What follows belongs to an exercise in optimizing a design on an open flow for small area and a short achievable clock period; a production flow would make more cautious choices.
Where RTL was checked, it was by simulation tests only, not by an equivalence proof against the original.
Power is estimated from default activity; no workload was simulated.

nickel:
==> flow/design.v (excerpt) <==
module sys_matmul_stream #(
  parameter int N      = 3,
  parameter int DW     = 8,
  parameter int ACC_W  = 2*DW + $clog2(N),
  parameter int SIGNED = 0
) (
  input  logic             CLK,
  input  logic             rst_n,
  input  logic             vld_in,
  output logic             rdy_in,
  input  logic [DW-1:0]    a,
  input  logic [DW-1:0]    b,
  input  logic             keep,
  output logic             vld_out,
  input  logic             rdy_out,
  output logic [ACC_W-1:0] c,
  output logic             last_out,
  output logic             busy,
  output logic [1:0]       dbg_state
);
  localparam logic [1:0] S_LOAD = 2'd0, S_MAC = 2'd1, S_DRAIN = 2'd2;
  localparam int UD = 0, UY = 1, UZ = 2;
  logic [1:0]       r_state;
  logic [1:0]       r_i, r_j;
  logic             r_busy;
  logic             r_zero;        
  logic             r_clr;         
  logic             r_ph1;         
  logic             r_h1, r_h1i1;  
  logic             r_enD, r_enYZ, r_clrD, r_clrYZ, r_cD1, r_cY1;
  logic [2:0]       r_wD, r_wYZ;   
  logic [9:0]       r_ld;          
  logic [ACC_W-1:0] r_cout;
  logic [DW-1:0]    r_a [3];       
  logic [DW-1:0]    r_b [3];
  logic [14:0]      r_ps [3];      
  logic [14:1]      r_pc [3];
  logic [ACC_W-1:0] r_c [3][3];
  logic w_in_hs, w_out_hs, w_mac, w_drain, w_ld;
  assign w_mac     = r_state[0];
  assign w_drain   = r_state[1];
  assign rdy_in    = (r_state == S_LOAD);
  assign vld_out   = w_drain;
  assign last_out  = r_ld[9];
  assign c         = r_cout;
  assign busy      = r_busy;
  assign dbg_state = r_state;
  assign w_in_hs   = vld_in && rdy_in;
  assign w_out_hs  = w_drain && rdy_out;
  assign w_ld      = (w_mac && (r_j == 2'd2)) || w_out_hs;
  logic w_clr_now;
  assign w_clr_now = ((r_i == 2'd0) && (r_j == 2'd0)) ? (!keep || r_zero) : r_clr;
  always_ff @(posedge CLK) begin
    if (!rst_n) begin
      r_state <= S_LOAD;
      r_i     <= '0;
      r_j     <= '0;
      r_busy  <= 1'b0;
      r_zero  <= 1'b1;
      r_ph1   <= 1'b0;
      r_h1    <= 1'b0;
      r_h1i1  <= 1'b0;
      r_enD   <= 1'b0;
      r_enYZ  <= 1'b0;
      r_wD    <= 3'b001;
      r_wYZ   <= 3'b001;
      r_ld    <= 10'd1;
      r_cout  <= '0;
    end else begin
      case (r_state)
  ...
For scale: roughly 1,600 cells after synthesis, ~350 flip-flops, roughly 45 I/O pins, roughly 18,000 µm² of cells after synthesis.
Settings: LEC_CHECK=0, CAP_MARGIN=20, CORE_MARGIN=2, CORE_UTILIZATION=40, SLEW_MARGIN=20; clock period 8.0 ns.
run.sh (not shown) runs the stock make flow with config.mk's settings and CLKGATE_MAP_FILE= SYNTH_SCRIPT=/design/flow/synth_recipe.tcl, a recipe that flattens the netlist after the stock synthesis.
The inputs of quartz differ from those of nickel as listed below.
-- flow/config.mk --
<<< nickel, line 11
>>> quartz, line 11
export SETUP_SLACK_MARGIN = 5
--- outcome ---
In the reports for nickel and quartz, the smaller critical path required time belongs to nickel.
Diff quartz..nickel | floorplan die area | unchanged
Going from nickel to quartz, clock period minus worst slack shrinks by 0.64 ns.
[quartz] relative contribution of the clock network to total power fell 1.2 points relative to nickel
The lower via count came out of nickel.
Diff nickel..quartz | number of instances in the placed design | negligible
Function was not checked in any run of this note: the RTL went through the layout flow alone.

## v47
sys_matmul_stream, a different RTL version from the one above (not shown whole).
Size in the first run: about 1600 cells after synthesis, roughly 350 flip-flops, roughly 45 I/O pins.
make LEC_CHECK=0 ABC_CLOCK_PERIOD_IN_PS=2500 CAP_MARGIN=20 CORE_MARGIN=2 CORE_UTILIZATION=40 SETUP_SLACK_MARGIN=5 SLEW_MARGIN=20 finish   # period 8.0 ns
v47 completed end to end with timing, DRC and antenna clean.
## Diff of input files: v37 against v47
Settings: ABC_CLOCK_PERIOD_IN_PS: 2500 -> unset.
==> run notes <==
For clock insertion delay at the later pin of the skew report, v37 and v47 come out practically identical. Total placed instance area: v37 vs v47 — no meaningful difference. Summary of v37 over v47: initial core utilization held, count of clock-buffer cells in the layout neither gained nor lost much.
Relative to v37, the following input files were edited for v29:
Settings: putting CTS_CLUSTER_SIZE at 20 where nothing was set; putting CTS_BUF_LIST at sky130_fd_sc_hd__clkbuf_4 sky130_fd_sc_hd__clkbuf_8 where nothing was set; swapping 40 for 60 in CORE_UTILIZATION.
Results
- Synthesis-to-layout area growth for v29 is higher than for v37.
- Total power: v29 above v37
- Comparing clock power for v37 and v29, the smaller number came from v29.
- v29 against v37: number of cells on the worst reg-to-reg path was more or less identical, area taken by flip-flops and latches held, sequential share of layout area down 0.16 points.
Input-level comparison between v1 and v29:
Settings: CTS_BUF_LIST: sky130_fd_sc_hd__clkbuf_4 sky130_fd_sc_hd__clkbuf_8 -> sky130_fd_sc_hd__clkbuf_8; CORE_UTILIZATION: 60 -> 40; CTS_CLUSTER_SIZE: 20 -> 30.
[summary]
- Note that the amount of wire on met3 after detailed routing recorded for v29 amounts to 0.950 times the value seen in v1.
- Final setup slack of the worst path up 0.023 ns in v1 wrt v29
- Per the comparison of v1 with v29, maximum frequency picked up an extra about 0.7%; total of plain and repair buffers excluding clock buffers lost 4.7%; latest clock arrival within the worst-skew pair picked up an extra 0.05 ns; cell area reported after detailed placement picked up an extra about 1.3%.
- Post-layout minimum cycle time is lower on v1
- On via count, v1 tracks v29 almost exactly.
- v1 ended up with a lower post-layout utilization of the core than v29 did.

sys_matmul_stream, a different RTL version from the one above (not shown whole).
For scale: roughly 1600 cells after synthesis, ~350 flip-flops, ~45 I/O pins.
Design sys_matmul_stream, start of the top module:
module sys_matmul_stream #(
  parameter int N      = 3,
  parameter int DW     = 8,
  parameter int ACC_W  = 2*DW + $clog2(N),
  parameter int SIGNED = 0
) (
  input  logic             CLK,
  input  logic             rst_n,
  input  logic             vld_in,
  output logic             rdy_in,
  input  logic [DW-1:0]    a,
  input  logic [DW-1:0]    b,
  input  logic             keep,
  output logic             vld_out,
  input  logic             rdy_out,
  output logic [ACC_W-1:0] c,
  output logic             last_out,
  output logic             busy,
  output logic [1:0]       dbg_state
);
clock: 8.0 ns
lec_check: 0
cap_margin: 20
core_margin: 2
core_utilization: 40
cts_cluster_diameter: 250
cts_cluster_size: 22
setup_slack_margin: 5
slew_margin: 20
The baseline passed the timing, DRC and antenna checks.
==> next run, changes <==
Settings changed: CAP_MARGIN 20 to 5, CTS_BUF_LIST from default to sky130_fd_sc_hd__clkbuf_8, CTS_CLUSTER_DIAMETER 250 to default, CTS_CLUSTER_SIZE 22 to 30, SLEW_MARGIN 20 to 5.
Outcome:
- The changed run completed with no timing, DRC or antenna violations
- combinational power stays flat
- utilization went up by 1.7 points
- wire length went up by 1.6%
- total power went up by 12%
==> next run, changes <==
Settings changed: CAP_MARGIN 5 to 20, CORE_UTILIZATION 40 to 55, PLACE_DENSITY from default to 0.7, SLEW_MARGIN 5 to 20.
Effect: Synthesized area does not change. Die area shrinks by 27%. Cell area shrinks by about 2.4%. Sequential share of layout area grows by 1.1 points.
==> next run, changes <==
Settings changed: CORE_UTILIZATION 55 to 40, PLACE_DENSITY 0.7 to default.
The changed run ran to the end with no violations.
Setup slack improves by 0.066 ns.
Clock skew drops by 0.0077 ns.
Synthesized cell count stays the same.
Global-route usage decreases by 5.8 points.
Non-clock buffer count came out higher by 14.
Register-to-register slack is better by 0.08 ns.
Synthesized area is unchanged.
Power grows by 3.0%.
Final cell count went up by 8.3%.
Core utilization drops by 17 points.
Worst hold slack barely changes.

== lane 1 ==
Another version of the RTL of sys_matmul_stream (not shown whole).
Size: about 45 I/O pins, roughly 0.018 mm^2 of cells after synthesis.
export LEC_CHECK = 0
export CAP_MARGIN = 20
export CORE_MARGIN = 2
export CORE_UTILIZATION = 40
export CTS_CLUSTER_DIAMETER = 180
export CTS_CLUSTER_SIZE = 26
export SETUP_SLACK_MARGIN = 5
export SLEW_MARGIN = 20
create_clock -name core_clock -period 8.0 [get_ports {CLK}]
Lane 1: done, clean on timing, DRC and antenna
Relative to lane 1, the following input files were edited for lane 2:
--- a/flow/config.mk
+++ b/flow/config.mk
@@ -10,3 +10,4 @@
-export CORE_UTILIZATION = 40
-export CTS_CLUSTER_DIAMETER = 180
-export CTS_CLUSTER_SIZE = 26
+export CORE_UTILIZATION = 55
+export CTS_CLUSTER_DIAMETER = 250
+export CTS_CLUSTER_SIZE = 28
+export PLACE_DENSITY = 0.7
In summary, lane 2 completed successfully, with a layout that passed the timing, DRC and antenna checks.
Maximum root-to-sink buffer count came out exactly the same in lane 1 and lane 2.
The final reports for lane 2 and lane 1 show combinational fraction of design power higher in the former.
Final clock period utilization by the worst path: lane 2 vs lane 1 — no meaningful difference
[compare] base=lane 1 new=lane 2: clock edge transition at the registers on the reported setup and hold paths shows no meaningful change, setup slack neither gained nor lost much, die area fell by about 27%.
Lane 1 -> lane 2: area after synthesis delta 0, exact match
Diff lane 1 -> lane 2: worst max-slew margin expressed relative to the limit fell by 7.3 points, total non-filler cell area in the finished layout fell by about 0.8%.
#### Input delta (lane 3 over lane 2)
--- a/flow/config.mk
+++ b/flow/config.mk
@@ -10 +10,2 @@
-export CORE_UTILIZATION = 55
+export CORE_UTILIZATION = 40
+export CTS_BUF_LIST = sky130_fd_sc_hd__clkbuf_8 sky130_fd_sc_hd__clkbuf_16
@@ -13 +13,0 @@
-export PLACE_DENSITY = 0.7
Results
Between lane 3 and lane 2, it is lane 3 whose ratio of total power to cell area is lower, by 5.8 mW/mm^2. Re number of enable flip-flop cells after synthesis: no difference whatsoever between lane 2 and lane 3. Diff lane 2..lane 3 | synthesized-area fraction occupied by adder cells | unchanged. Lane 3: final estimated routing congestion in global placement lower than lane 2. Lane 3 ended with more worst setup slack than lane 2. Utilization of the core after routing: lower on lane 3. Taking lane 2 as the reference point, the slew of the pin with the lowest slew margin of lane 3 falls by 0.15 ns. Lane 3 was carried through to the last stage, and its layout satisfied the timing, DRC and antenna checks. Compare lane 3 and lane 2 | maximum cell stage delay along the critical path lower: lane 3. Route | lane 3 vs lane 2 | wire longer in lane 3. Side by side, net switching power figure turned out lower in lane 3 than in lane 2.
What lane 4 does differently from lane 3 at the input level:
--- a/flow/config.mk
+++ b/flow/config.mk
@@ -11 +10,0 @@
-export CTS_BUF_LIST = sky130_fd_sc_hd__clkbuf_8 sky130_fd_sc_hd__clkbuf_16
@@ -13,0 +13 @@
+export PLACE_DENSITY = 0.7
--- outcome ---
Result: PASS for each of lane 3 and lane 4. Violation count after the first detailed-route iteration sits lower in lane 4 than in lane 3. End point of the critical path: r_c[8][17] -> lane 4, r_ps[0][9] -> lane 3. On register share of the cell area, lane 3 tracks lane 4 almost exactly. As far as detailed-route DRC error count goes, lane 3 and lane 4 are indistinguishable; the numbers are identical. Against lane 3, detailed-route vias per instance in lane 4 rose slightly. Delta (lane 4 minus lane 3): first-pass GRT wire length fell about 2.5%; final wirelength dropped 1400 um; power consumed by sequential cells ~0 delta.
Modified inputs, lane 5 compared to lane 4
--- a/flow/config.mk
+++ b/flow/config.mk
@@ -13 +12,0 @@
-export PLACE_DENSITY = 0.7
[summary]
Per the comparison of lane 5 with lane 4, final cell count without fillers flat; global-route usage up 0.85 points; number of post-CTS setup repair buffers up about 25%.
Any difference in hold slack between lane 4 and lane 5 is small enough to ignore.

Another version of the RTL of sys_matmul_stream (not shown whole).
Size in the first run: roughly 1400 cells after synthesis, roughly 45 I/O pins, about 18000 sq um of cells after synthesis.
Design sys_matmul_stream, start of the top module:
module sys_matmul_stream #(
  parameter int N      = 3,
  parameter int DW     = 8,
  parameter int ACC_W  = 2*DW + $clog2(N),
  parameter int SIGNED = 0
) (
  input  logic             CLK,
  input  logic             rst_n,
  input  logic             vld_in,
  output logic             rdy_in,
  input  logic [DW-1:0]    a,
  input  logic [DW-1:0]    b,
  input  logic             keep,
  output logic             vld_out,
  input  logic             rdy_out,
  output logic [ACC_W-1:0] c,
  output logic             last_out,
  output logic             busy,
  output logic [1:0]       dbg_state
);
Settings: LEC_CHECK=0, CAP_MARGIN=20, CORE_MARGIN=2, CORE_UTILIZATION=40, SETUP_SLACK_MARGIN=5, SLEW_MARGIN=20; clock period 8.0 ns.
Change:
- SETUP_SLACK_MARGIN: 5 -> default
What happened: Design area came out lower by 12%. Die area stays the same. Non-clock buffer count fell by 144. Sequential share of layout area rose by 5.0 points. Clock skew falls by 0.016 ns. Synthesized cell count stays the same. Routed wire length went down by 11%. Global-route usage fell by 1.8 points. Setup slack got worse by 0.94 ns.
Function was not checked in any run of this note: the RTL went through the layout flow alone.

== main ==
sys_matmul_stream, a different RTL version from the one above (not shown whole).
Size: roughly 1500 cells after synthesis, roughly 45 I/O pins, about 18000 um2 of cells after synthesis.
make LEC_CHECK=0 CAP_MARGIN=20 CORE_MARGIN=2 CORE_UTILIZATION=40 CTS_CLUSTER_DIAMETER=250 CTS_CLUSTER_SIZE=22 SETUP_SLACK_MARGIN=5 SLEW_MARGIN=20 finish   # period 8.0 ns
main finished every step from synthesis to the final layout, and the layout passed the timing, DRC and antenna checks.
What the feature branch does differently from main at the input level:
# main
export LEC_CHECK = 0
export CAP_MARGIN = 20
export CORE_MARGIN = 2
export CORE_UTILIZATION = 40
export CTS_CLUSTER_DIAMETER = 250
export CTS_CLUSTER_SIZE = 22
export SETUP_SLACK_MARGIN = 5
export SLEW_MARGIN = 20
create_clock -name core_clock -period 8.0 [get_ports {CLK}]
# the feature branch
export LEC_CHECK = 0
export CAP_MARGIN = 20
export CORE_MARGIN = 2
export CORE_UTILIZATION = 40
export CTS_CLUSTER_DIAMETER = 250
export CTS_CLUSTER_SIZE = 28
export SETUP_SLACK_MARGIN = 5
export SLEW_MARGIN = 20
create_clock -name core_clock -period 8.0 [get_ports {CLK}]
--- outcome ---
- Internal power of the cells: the feature branch < main
- Sort the feature branch and main by data arrival time of the critical path, descending, and main comes first.
- Net count reported at finish: the feature branch < main
- Compared with main, routed wire length in the feature branch decreased slightly.
- Flip-flop and latch count after synthesis came out exactly the same in the feature branch and main.
No run of this note included a check of the RTL's function; only the layout flow was run.

## what the ideal ports hide
In the flow no input, the clock included, has a driving cell. The finished layouts below were timed again as built, in two steps.
Step 1 assumes that a clkbuf_16 drives the clock port and a buf_2 every other input.
Step 2 adds t to the input delays and takes it off the output delays; t is the mean of the earliest and latest rising clock arrival at the registers after step 1. Input paths then give back, and output paths get back, about the clock's delay inside the block.
a / b / c = no drivers / after step 1 / after step 2; a / b = the first two.
run | t (ns) | setup WS [ns] | worst register clock-pin slew, ns | worst slew at a driven data input, ns | cell pins on the clock port's net
nickel | 0.600 | 4.094 / 4.038 / 4.198 | 0.06 / 0.06 | 0.04 | 1
quartz | 0.600 | 4.737 / 4.737 / 4.411 | 0.07 / 0.07 | 0.03 | 1
v47 | 0.599 | 4.826 / 4.826 / 4.353 | 0.06 / 0.06 | 0.04 | 1
v37 | 0.599 | 4.826 / 4.826 / 4.353 | 0.06 / 0.06 | 0.04 | 1
v29 | 0.657 | 4.843 / 4.843 / 4.435 | 0.07 / 0.07 | 0.05 | 1
v1 | 0.693 | 4.866 / 4.866 / 4.257 | 0.07 / 0.07 | 0.04 | 1
the first run of note 3 | 0.579 | 5.051 / 5.025 / 4.499 | 0.10 / 0.10 | 0.06 | 1
the second run of note 3 | 0.688 | 5.075 / 5.021 / 4.464 | 0.07 / 0.07 | 0.07 | 1
the third run of note 3 | 0.641 | 5.009 / 5.009 / 4.516 | 0.07 / 0.07 | 0.03 | 1
the fourth run of note 3 | 0.688 | 5.075 / 5.021 / 4.464 | 0.07 / 0.07 | 0.07 | 1
lane 1 | 0.568 | 5.067 / 5.067 / 4.597 | 0.11 / 0.11 | 0.07 | 1
lane 2 | 0.569 | 5.069 / 5.069 / 4.568 | 0.12 / 0.12 | 0.05 | 1
lane 3 | 0.575 | 5.088 / 5.056 / 4.595 | 0.12 / 0.12 | 0.07 | 1
lane 4 | 0.561 | 5.078 / 5.078 / 4.610 | 0.11 / 0.11 | 0.05 | 1
lane 5 | 0.577 | 5.094 / 5.048 / 4.586 | 0.12 / 0.12 | 0.08 | 1
the first run of note 5 | 0.581 | 4.279 / 4.279 / 4.279 | 0.06 / 0.06 | 0.04 | 1
the second run of note 5 | 0.580 | 3.340 / 3.340 / 3.340 | 0.06 / 0.06 | 0.04 | 1
main | 0.583 | 4.906 / 4.906 / 4.427 | 0.10 / 0.10 | 0.05 | 1
the feature branch | 0.579 | 4.923 / 4.923 / 4.400 | 0.12 / 0.12 | 0.05 | 1
After both steps every run listed still meets setup and hold.
